This design comes from an exercise in tuning for small area, a short achievable clock period and few clock cycles per item on the open sky130 flow, not from production work. Where RTL was checked, it was by simulation tests only, not by an equivalence proof against the original. Power and IR drop assume default switching activity.

// life_cell_automaton_stencil
module life_cell_automaton_stencil #(
    parameter int unsigned COLS_LIMIT = 512,
    parameter int unsigned MAX_ROWS   = 512
) (
    input  logic                       i_clk,
    input  logic                       i_rst_n,
    input  logic                       i_cfg_we,
    input  logic [1:0]                 i_cfg_index,
    input  logic [lcas_pkg::CFG_W-1:0] i_cfg_data,
    input  logic                       i_cell_valid,
    output logic                       o_cell_stall,
    input  logic                       i_cell_alive,
    output logic                       o_res_valid,
    input  logic                       i_res_stall,
    output logic                       o_next_alive,
    output logic                       o_tile_last
);
clock: 6.5 ns
lec_check: 0
abc_clock_period_in_ps: 2400
cap_margin: 20
core_margin: 2
core_utilization: 60
cts_cluster_diameter: 70
cts_cluster_size: 30
setup_slack_margin: 4.1
slew_margin: 20
run.sh (not shown) runs the stock make flow with config.mk's settings and CLKGATE_MAP_FILE= SYNTH_SCRIPT=/design/flow/synth_recipe.tcl, a recipe that flattens the netlist after the stock synthesis.
Testbench counts at the start, summed over its fixed seeds: cycles 105,437, items 93,099.
Change:
--- a/flow/design.v
+++ b/flow/design.v
@@ -47,40 +47,38 @@
     input  logic                      i_clk,
     input  logic                      i_rst_n,
     input  logic                      i_restart,
     input  logic [lcas_pkg::SEGS-1:0] i_sel,
     input  logic                      i_short,
     input  logic [9:0]                i_cols,
     input  logic [9:0]                i_rows,
     input  logic [9:0]                i_restart_cols,
     input  logic [9:0]                i_restart_rows,
     input  logic                      i_valid,
     input  logic                      i_alive,
-    output logic                      o_inflight,
     output logic                      o_push,
     output logic [1:0]                o_res
 );
     logic [9:0] r_col_left;
     logic [9:0] r_row_left;
     logic       r_col_ge1;
     logic       r_col_ge2;
     logic       r_row_ge1;
     logic       r_row_ge2;
     logic       mid;
     logic       top;
     logic       col_end;
     logic       row_end;
     logic       push;
-    logic [8:0] r_cells;
-    logic       r_push;
-    logic       r_last;
+    logic [5:0] r_win;
+    logic [8:0] cells;
     logic [3:0] cnt_a;
     logic [3:0] cnt_b;
     logic       eq2;
     logic       eq3;
     lcas_ram u_lane_a (
         .i_clk  (i_clk),
         .i_en   (i_valid),
         .i_sel  (i_sel),
         .i_short(i_short),
         .i_data (i_alive),
         .o_data (mid)
@@ -123,52 +121,46 @@
                     r_row_left <= r_row_left - 10'd1;
                     r_row_ge1  <= 1'b1;
                     r_row_ge2  <= r_row_ge1;
                 end
             end else begin
                 r_col_left <= r_col_left - 10'd1;
                 r_col_ge1  <= 1'b1;
                 r_col_ge2  <= r_col_ge1;
             end
         end
     end
-    assign push       = i_valid && r_row_ge2 && r_col_ge2;
-    assign o_inflight = push;
+    assign push = i_valid && r_row_ge2 && r_col_ge2;
     always_ff @(posedge i_clk) begin
-        if (!i_rst_n) begin
-            r_push <= 1'b0;
-        end else begin
-            r_push <= push;
-        end
         if (i_valid) begin
-            r_cells <= {i_alive, mid, top, r_cells[8:3]};
-            r_last  <= row_end && col_end;
+            r_win <= {i_alive, mid, top, r_win[5:3]};
         end
     end
+    assign cells = {i_alive, mid, top, r_win};
     function automatic logic [3:0] count4(input logic [3:0] x);
         logic [2:0] p;
         logic [2:0] q;
         p = {x[0] & x[1], x[0] ^ x[1], ~(x[0] | x[1])};
         q = {x[2] & x[3], x[2] ^ x[3], ~(x[2] | x[3])};
         count4[0] = p[0] & q[0];
         count4[1] = (p[0] & q[1]) | (p[1] & q[0]);
         count4[2] = (p[0] & q[2]) | (p[1] & q[1]) | (p[2] & q[0]);
         count4[3] = (p[1] & q[2]) | (p[2] & q[1]);
     endfunction
-    assign cnt_a = count4(r_cells[3:0]);
-    assign cnt_b = count4(r_cells[8:5]);
+    assign cnt_a = count4(cells[3:0]);
+    assign cnt_b = count4(cells[8:5]);
     assign eq3   = (cnt_a[0] & cnt_b[3]) | (cnt_a[1] & cnt_b[2]) |
                    (cnt_a[2] & cnt_b[1]) | (cnt_a[3] & cnt_b[0]);
     assign eq2   = (cnt_a[0] & cnt_b[2]) | (cnt_a[1] & cnt_b[1]) | (cnt_a[2] & cnt_b[0]);
-    assign o_push = r_push;
-    assign o_res  = {eq3 | (r_cells[4] & eq2), r_last};
+    assign o_push = push;
+    assign o_res  = {eq3 | (cells[4] & eq2), row_end && col_end};
 endmodule
 `timescale 1ns / 1ps
 module lcas_queue (
     input  logic                          i_clk,
     input  logic                          i_rst_n,
     input  logic                          i_push,
     input  logic [1:0]                    i_data,
     input  logic                          i_pop,
     output logic [1:0]                    o_data,
     output logic                          o_empty,
     output logic [lcas_pkg::QCNT_W-1:0]   o_count
@@ -278,23 +270,22 @@
     logic                        short_len;
     logic                        long_len;
     logic [7:0]                  cols_m1;
     logic [7:0]                  cols_m7;
     logic [lcas_pkg::SEGS-1:0]   r_sel;
     logic                        r_short;
     logic                        restart;
     logic                        accept;
     logic                        r_valid;
     logic                        r_alive;
     logic                        r_stall;
-    logic                        inflight;
     logic                        push;
     logic                        pop;
     logic [1:0]                  push_res;
     logic [1:0]                  head_res;
     logic                        q_empty;
     logic [lcas_pkg::QCNT_W-1:0] q_count;
     logic [31:0]                 q_base;
     logic                        stall_eq;
     logic                        stall_up;
     logic                        stall_dn;
     assign cfg_eff = (i_cfg_data == '0) ? 10'd1 :
@@ -315,23 +306,23 @@
     end
     assign short_len = (r_cols <= 10'd8);
     assign long_len  = (r_cols >= 10'd263);
     assign cols_m1   = r_cols[7:0] - 8'd1;
     assign cols_m7   = r_cols[7:0] - 8'd7;
     always_ff @(posedge i_clk) begin
         r_short <= short_len;
         r_sel   <= {long_len, (short_len || long_len) ? cols_m1 : cols_m7};
     end
     assign accept       = i_cell_valid && !r_stall;
     assign o_cell_stall = r_stall;
-    assign q_base   = 32'(q_count) + 32'(push) + 32'(inflight);
+    assign q_base   = 32'(q_count) + 32'(push);
     assign stall_eq = q_base >= 32'(lcas_pkg::QUEUE_DEPTH);
     assign stall_up = q_base >= 32'(lcas_pkg::QUEUE_DEPTH - 1);
     assign stall_dn = q_base >= 32'(lcas_pkg::QUEUE_DEPTH + 1);
     always_ff @(posedge i_clk) begin
         if (!i_rst_n) begin
             r_valid <= 1'b0;
             r_stall <= 1'b0;
         end else begin
             r_valid <= accept;
             if (pop) begin
                 r_stall <= accept ? stall_eq : stall_dn;
@@ -345,23 +336,22 @@
         .i_clk     (i_clk),
         .i_rst_n   (i_rst_n),
         .i_restart (restart),
         .i_sel     (r_sel),
         .i_short   (r_short),
         .i_cols    (r_cols),
         .i_rows    (r_rows),
         .i_restart_cols(new_cols),
         .i_restart_rows(new_rows),
         .i_valid   (r_valid),
         .i_alive   (r_alive),
-        .o_inflight(inflight),
         .o_push    (push),
         .o_res     (push_res)
     );
     lcas_queue u_queue (
         .i_clk       (i_clk),
         .i_rst_n     (i_rst_n),
         .i_push      (push),
         .i_data      (push_res),
         .i_pop       (pop),
         .o_data      (head_res),
         .o_empty     (q_empty),
Outcome: The new run completed without violations; via count drops by 0.39%; clock power is higher by 11%; core utilization came out higher by 0.29 points; register-to-register slack degrades by 0.11 ns; hold slack stays flat; area after synthesis is lower by about 0.56%; power goes down by about 0.4%; wire length increases by 2.6%; worst setup slack improved by 0.0071 ns; non-clock buffer count falls by 3; die area is lower by 0.55%; design area hardly moves; first-iteration DRC count increases by about 24%; sequential cell count came out lower by 5.
Testbench counts after the change, summed over its fixed seeds: cycles 105,305, items 93,099.

========
RTL: one of the versions met above, not the one the previous note started from.
Size: roughly 1600 cells after synthesis, roughly 1100 flip-flops, roughly 22 I/O pins.
==> flow/config.mk <==
export PLATFORM = sky130hd
export DESIGN_NAME = life_cell_automaton_stencil
export DESIGN_NICKNAME = life_cell_automaton_stencil
export VERILOG_FILES = /design/flow/design.v
export SDC_FILE = /design/flow/constraint.sdc
export NUM_CORES = 4
export LEC_CHECK = 0
export ABC_CLOCK_PERIOD_IN_PS = 2400
export CAP_MARGIN = 20
export CORE_MARGIN = 2
export CORE_UTILIZATION = 60
export CTS_CLUSTER_DIAMETER = 70
export CTS_CLUSTER_SIZE = 30
export SETUP_SLACK_MARGIN = 4.1
export SLEW_MARGIN = 20
==> flow/constraint.sdc <==
create_clock -name core_clock -period 6.5 [get_ports {i_clk}]
set_input_delay 1.3000 -clock core_clock [delete_from_list [all_inputs] [get_ports {i_clk}]]
set_output_delay 1.3000 -clock core_clock [all_outputs]
set_load 0.01 [all_outputs]
standard.sh (not shown) runs the stock make flow with config.mk's settings and CLKGATE_MAP_FILE= SYNTH_SCRIPT=/design/flow/synth_recipe.tcl, a recipe that flattens the netlist after the stock synthesis.
==> flow/flow/run.sh <==
#!/bin/bash
# The standard layout, with two changes to the resizer's choices: port buffers
# are sky130_fd_sc_hd__buf_4 cells (the default choice may be a delay cell), and
# gate sizing may swap a cell for one of another footprint.
set -euo pipefail
bash standard.sh MATCH_CELL_FOOTPRINT=0 \
    "BUFFER_PORTS_ARGS=-buffer_cell sky130_fd_sc_hd__buf_4" \
    finish > flow_make.log 2>&1
Testbench counts at the start, summed over its fixed seeds: cycles 105,305, items 93,099.
Edit:
--- a/flow/design.v
+++ b/flow/design.v
@@ -50,32 +50,34 @@
     input  logic [lcas_pkg::SEGS-1:0] i_sel,
     input  logic                      i_short,
     input  logic [9:0]                i_cols,
     input  logic [9:0]                i_rows,
     input  logic [9:0]                i_restart_cols,
     input  logic [9:0]                i_restart_rows,
     input  logic                      i_valid,
     input  logic                      i_alive,
+    output logic                      o_inflight,
     output logic                      o_push,
     output logic [1:0]                o_res
 );
     logic [9:0] r_col_left;
     logic [9:0] r_row_left;
     logic       r_col_ge1;
     logic       r_col_ge2;
     logic       r_row_ge1;
     logic       r_row_ge2;
     logic       mid;
     logic       top;
     logic       col_end;
     logic       row_end;
     logic       push;
-    logic [5:0] r_win;
-    logic [8:0] cells;
+    logic [8:0] r_cells;
+    logic       r_push;
+    logic       r_last;
     logic [3:0] cnt_a;
     logic [3:0] cnt_b;
     logic       eq2;
     logic       eq3;
     lcas_ram u_lane_a (
         .i_clk  (i_clk),
         .i_en   (i_valid),
         .i_sel  (i_sel),
@@ -124,40 +126,46 @@
                 end
             end else begin
                 r_col_left <= r_col_left - 10'd1;
                 r_col_ge1  <= 1'b1;
                 r_col_ge2  <= r_col_ge1;
             end
         end
     end
-    assign push = i_valid && r_row_ge2 && r_col_ge2;
+    assign push       = i_valid && r_row_ge2 && r_col_ge2;
+    assign o_inflight = push;
     always_ff @(posedge i_clk) begin
+        if (!i_rst_n) begin
+            r_push <= 1'b0;
+        end else begin
+            r_push <= push;
+        end
         if (i_valid) begin
-            r_win <= {i_alive, mid, top, r_win[5:3]};
+            r_cells <= {i_alive, mid, top, r_cells[8:3]};
+            r_last  <= row_end && col_end;
         end
     end
-    assign cells = {i_alive, mid, top, r_win};
     function automatic logic [3:0] count4(input logic [3:0] x);
         logic [2:0] p;
         logic [2:0] q;
         p = {x[0] & x[1], x[0] ^ x[1], ~(x[0] | x[1])};
         q = {x[2] & x[3], x[2] ^ x[3], ~(x[2] | x[3])};
         count4[0] = p[0] & q[0];
         count4[1] = (p[0] & q[1]) | (p[1] & q[0]);
         count4[2] = (p[0] & q[2]) | (p[1] & q[1]) | (p[2] & q[0]);
         count4[3] = (p[1] & q[2]) | (p[2] & q[1]);
     endfunction
-    assign cnt_a = count4(cells[3:0]);
-    assign cnt_b = count4(cells[8:5]);
+    assign cnt_a = count4(r_cells[3:0]);
+    assign cnt_b = count4(r_cells[8:5]);
     assign eq3   = (cnt_a[0] & cnt_b[3]) | (cnt_a[1] & cnt_b[2]) |
                    (cnt_a[2] & cnt_b[1]) | (cnt_a[3] & cnt_b[0]);
     assign eq2   = (cnt_a[0] & cnt_b[2]) | (cnt_a[1] & cnt_b[1]) | (cnt_a[2] & cnt_b[0]);
-    assign o_push = push;
-    assign o_res  = {eq3 | (cells[4] & eq2), row_end && col_end};
+    assign o_push = r_push;
+    assign o_res  = {eq3 | (r_cells[4] & eq2), r_last};
 endmodule
 `timescale 1ns / 1ps
 module lcas_queue (
     input  logic                          i_clk,
     input  logic                          i_rst_n,
     input  logic                          i_push,
     input  logic [1:0]                    i_data,
     input  logic                          i_pop,
@@ -273,16 +281,17 @@
     logic [7:0]                  cols_m7;
     logic [lcas_pkg::SEGS-1:0]   r_sel;
     logic                        r_short;
     logic                        restart;
     logic                        accept;
     logic                        r_valid;
     logic                        r_alive;
     logic                        r_stall;
+    logic                        inflight;
     logic                        push;
     logic                        pop;
     logic [1:0]                  push_res;
     logic [1:0]                  head_res;
     logic                        q_empty;
     logic [lcas_pkg::QCNT_W-1:0] q_count;
     logic [31:0]                 q_base;
     logic                        stall_eq;
@@ -309,17 +318,17 @@
     assign cols_m1   = r_cols[7:0] - 8'd1;
     assign cols_m7   = r_cols[7:0] - 8'd7;
     always_ff @(posedge i_clk) begin
         r_short <= short_len;
         r_sel   <= {long_len, (short_len || long_len) ? cols_m1 : cols_m7};
     end
     assign accept       = i_cell_valid && !r_stall;
     assign o_cell_stall = r_stall;
-    assign q_base   = 32'(q_count) + 32'(push);
+    assign q_base   = 32'(q_count) + 32'(push) + 32'(inflight);
     assign stall_eq = q_base >= 32'(lcas_pkg::QUEUE_DEPTH);
     assign stall_up = q_base >= 32'(lcas_pkg::QUEUE_DEPTH - 1);
     assign stall_dn = q_base >= 32'(lcas_pkg::QUEUE_DEPTH + 1);
     always_ff @(posedge i_clk) begin
         if (!i_rst_n) begin
             r_valid <= 1'b0;
             r_stall <= 1'b0;
         end else begin
@@ -339,16 +348,17 @@
         .i_sel     (r_sel),
         .i_short   (r_short),
         .i_cols    (r_cols),
         .i_rows    (r_rows),
         .i_restart_cols(new_cols),
         .i_restart_rows(new_rows),
         .i_valid   (r_valid),
         .i_alive   (r_alive),
+        .o_inflight(inflight),
         .o_push    (push),
         .o_res     (push_res)
     );
     lcas_queue u_queue (
         .i_clk       (i_clk),
         .i_rst_n     (i_rst_n),
         .i_push      (push),
         .i_data      (push_res),
The changed run produced a clean layout.
Routed wire length barely changes.
Count of clock-buffer cells in the layout is lower by 4.
Via count came out lower by 0.57%.
Sequential power is higher by 3.2%.
Design area rises by 0.78%.
Register-to-register slack is better by 60 ps.
Non-clock buffer count is lower by 3.
Setup slack is better by 24 ps.
Die area increases by 0.55%.
First-iteration DRC count went down by 7.7%.
Hold slack is about the same.
Testbench counts after the change, summed over its fixed seeds: cycles 105,437, items 93,099.

========
Another version of the RTL of life_cell_automaton_stencil (not shown whole).
For scale: ~1100 flip-flops, about 35000 µm² of cells after synthesis.
## life_cell_automaton_stencil
module life_cell_automaton_stencil #(
    parameter int unsigned COLS_LIMIT = 512,
    parameter int unsigned MAX_ROWS   = 512
) (
    input  logic                       i_clk,
    input  logic                       i_rst_n,
    input  logic                       i_cfg_we,
    input  logic [1:0]                 i_cfg_index,
    input  logic [lcas_pkg::CFG_W-1:0] i_cfg_data,
    input  logic                       i_cell_valid,
    output logic                       o_cell_stall,
    input  logic                       i_cell_alive,
    output logic                       o_res_valid,
    input  logic                       i_res_stall,
    output logic                       o_next_alive,
    output logic                       o_tile_last
);
export LEC_CHECK = 0
export ABC_AREA = 1
export ABC_CLOCK_PERIOD_IN_PS = 2400
export CAP_MARGIN = 20
export CORE_MARGIN = 2
export CORE_UTILIZATION = 65
export CTS_CLUSTER_DIAMETER = 65
export CTS_CLUSTER_SIZE = 28
export SETUP_SLACK_MARGIN = 4.1
export SLEW_MARGIN = 20
create_clock -name core_clock -period 6.5 [get_ports {i_clk}]
Scripts as last shown in full above: flow/flow/run.sh
Change:
--- a/flow/design.v
+++ b/flow/design.v
@@ -46,14 +46,14 @@
 module lcas_front (
     input  logic                      i_clk,
     input  logic                      i_rst_n,
     input  logic                      i_restart,
     input  logic [lcas_pkg::SEGS-1:0] i_sel,
     input  logic                      i_short,
-    input  logic [8:0]                i_cols_m1,
-    input  logic [8:0]                i_rows_m1,
+    input  logic [9:0]                i_cols,
+    input  logic [9:0]                i_rows,
     input  logic                      i_valid,
     input  logic                      i_alive,
     output logic                      o_push,
     output logic [1:0]                o_res
 );
     logic [9:0] r_col_left;
@@ -87,32 +87,32 @@
         .i_en   (i_valid),
         .i_sel  (i_sel),
         .i_short(i_short),
         .i_data (mid),
         .o_data (top)
     );
-    assign col_end = (r_col_left == 10'h3fe);
-    assign row_end = (r_row_left == 10'h3fe);
+    assign col_end = &r_col_left;
+    assign row_end = &r_row_left;
     always_ff @(posedge i_clk) begin
         r_reload <= !i_rst_n || i_restart;
     end
     always_ff @(posedge i_clk) begin
         if (r_reload) begin
-            r_col_left <= {1'b0, i_cols_m1};
-            r_row_left <= {1'b0, i_rows_m1};
+            r_col_left <= i_cols;
+            r_row_left <= i_rows;
             r_col_ge1  <= 1'b0;
             r_col_ge2  <= 1'b0;
             r_row_ge1  <= 1'b0;
             r_row_ge2  <= 1'b0;
         end else if (i_valid) begin
             if (col_end) begin
-                r_col_left <= {1'b0, i_cols_m1};
+                r_col_left <= i_cols;
                 r_col_ge1  <= 1'b0;
                 r_col_ge2  <= 1'b0;
                 if (row_end) begin
-                    r_row_left <= {1'b0, i_rows_m1};
+                    r_row_left <= i_rows;
                     r_row_ge1  <= 1'b0;
                     r_row_ge2  <= 1'b0;
                 end else begin
                     r_row_left <= r_row_left - 10'd1;
                     r_row_ge1  <= 1'b1;
                     r_row_ge2  <= r_row_ge1;
@@ -269,19 +269,20 @@
     input  logic                       i_cell_alive,
     output logic                       o_res_valid,
     input  logic                       i_res_stall,
     output logic                       o_next_alive,
     output logic                       o_tile_last
 );
-    logic [8:0]                  cfg_m1;
+    logic [9:0]                  cfg_eff;
     logic                        wr_cols;
     logic                        wr_rows;
-    logic [8:0]                  r_cols_m1;
-    logic [8:0]                  r_rows_m1;
+    logic [9:0]                  r_cols;
+    logic [9:0]                  r_rows;
     logic                        short_len;
     logic                        long_len;
+    logic [7:0]                  cols_m1;
     logic [7:0]                  cols_m7;
     logic [lcas_pkg::SEGS-1:0]   r_sel;
     logic                        r_short;
     logic                        restart;
     logic                        accept;
     logic                        r_valid;
@@ -294,36 +295,37 @@
     logic                        q_empty;
     logic [lcas_pkg::QCNT_W-1:0] q_count;
     logic [31:0]                 q_base;
     logic                        stall_eq;
     logic                        stall_up;
     logic                        stall_dn;
-    assign cfg_m1 = (i_cfg_data == '0) ? 9'd0 :
-                    (i_cfg_data > 10'(COLS_LIMIT)) ? 9'(COLS_LIMIT - 1) : 9'(i_cfg_data - 10'd1);
+    assign cfg_eff = (i_cfg_data == '0) ? 10'd1 :
+                     (i_cfg_data > 10'(COLS_LIMIT)) ? 10'(COLS_LIMIT) : i_cfg_data;
     assign wr_cols = i_cfg_we && (i_cfg_index == lcas_pkg::CFG_COLS);
     assign wr_rows = i_cfg_we && (i_cfg_index == lcas_pkg::CFG_ROWS);
     assign restart = wr_cols || wr_rows;
     always_ff @(posedge i_clk) begin
         if (!i_rst_n) begin
-            r_cols_m1 <= 9'd319;
-            r_rows_m1 <= 9'd319;
+            r_cols <= 10'd320;
+            r_rows <= 10'd320;
         end else begin
             if (wr_cols) begin
-                r_cols_m1 <= cfg_m1;
+                r_cols <= cfg_eff;
             end
             if (wr_rows) begin
-                r_rows_m1 <= cfg_m1;
+                r_rows <= cfg_eff;
             end
         end
     end
-    assign short_len = (r_cols_m1 <= 9'd7);
-    assign long_len  = (r_cols_m1 >= 9'd262);
-    assign cols_m7   = r_cols_m1[7:0] - 8'd6;
+    assign short_len = (r_cols <= 10'd8);
+    assign long_len  = (r_cols >= 10'd263);
+    assign cols_m1   = r_cols[7:0] - 8'd1;
+    assign cols_m7   = r_cols[7:0] - 8'd7;
     always_ff @(posedge i_clk) begin
         r_short <= short_len;
-        r_sel   <= {long_len, (short_len || long_len) ? r_cols_m1[7:0] : cols_m7};
+        r_sel   <= {long_len, (short_len || long_len) ? cols_m1 : cols_m7};
     end
     assign accept       = i_cell_valid && !r_stall;
     assign o_cell_stall = r_stall;
     assign q_base   = 32'(q_count) + 32'(push);
     assign stall_eq = q_base >= 32'(lcas_pkg::QUEUE_DEPTH);
     assign stall_up = q_base >= 32'(lcas_pkg::QUEUE_DEPTH - 1);
@@ -345,14 +347,14 @@
     lcas_front u_front (
         .i_clk     (i_clk),
         .i_rst_n   (i_rst_n),
         .i_restart (restart),
         .i_sel     (r_sel),
         .i_short   (r_short),
-        .i_cols_m1 (r_cols_m1),
-        .i_rows_m1 (r_rows_m1),
+        .i_cols    (r_cols),
+        .i_rows    (r_rows),
         .i_valid   (r_valid),
         .i_alive   (r_alive),
         .o_push    (push),
         .o_res     (push_res)
     );
     lcas_queue u_queue (
Effect: Setup slack is better by 0.039 ns. Hold slack hardly moves. Flip-flop and latch count came out higher by 2. Clock-buffer cell count fell by 4. Cell count fell by 2.8%. Total power came out lower by 1.4%. Final area falls by 1.2%. Routed wire length came out lower by 2.9%. Clock skew fell by 0.013 ns.
Testbench counts after the change, summed over its fixed seeds: cycles 105,305, items 93,099.
No functional check of the RTL was part of the first run of this note.

[separate check: timing with driven ports]
Ports are ideal in the flow. The routed layouts listed here were re-timed in OpenROAD.
Step 1 sets driving cells, clkbuf_16 on the clock port and buf_2 on the other inputs (assumed; they add their load-dependent delay and slew).
Step 2, shift: input delay + t, output delay - t, t = (earliest + latest rising clock arrival at the registers) / 2. This alone moves slack from input paths to output paths.
Three values: ideal ports, drivers, drivers and shift; two values: the first two.
run | t, ns | slack for setup (ns) | hold slack, ns | worst setup path at the end | clock arrival spread, ns
the first run of note 1 | 0.673 | 4.112 / 4.052 / 3.484 | 0.412 / 0.412 / 0.412 | input to register | 0.024 / 0.024
the second run of note 1 | 0.669 | 4.119 / 4.060 / 3.532 | 0.413 / 0.413 / 0.413 | input to register | 0.026 / 0.026
the first run of note 2 | 0.670 | 4.089 / 4.032 / 3.583 | 0.410 / 0.410 / 0.410 | input to register | 0.024 / 0.024
the second run of note 2 | 0.674 | 4.114 / 4.053 / 3.538 | 0.411 / 0.411 / 0.411 | input to register | 0.030 / 0.029
the first run of note 3 | 0.673 | 4.105 / 4.044 / 3.760 | 0.412 / 0.412 / 0.412 | input to register | 0.029 / 0.030
the second run of note 3 | 0.671 | 4.144 / 4.087 / 3.707 | 0.414 / 0.414 / 0.414 | input to register | 0.021 / 0.021
After both steps setup and hold are still met in every run listed. For the first run of note 1, which loses most, drivers alone change the setup slack by -0.060 ns; drivers and shift together by -0.628 ns.
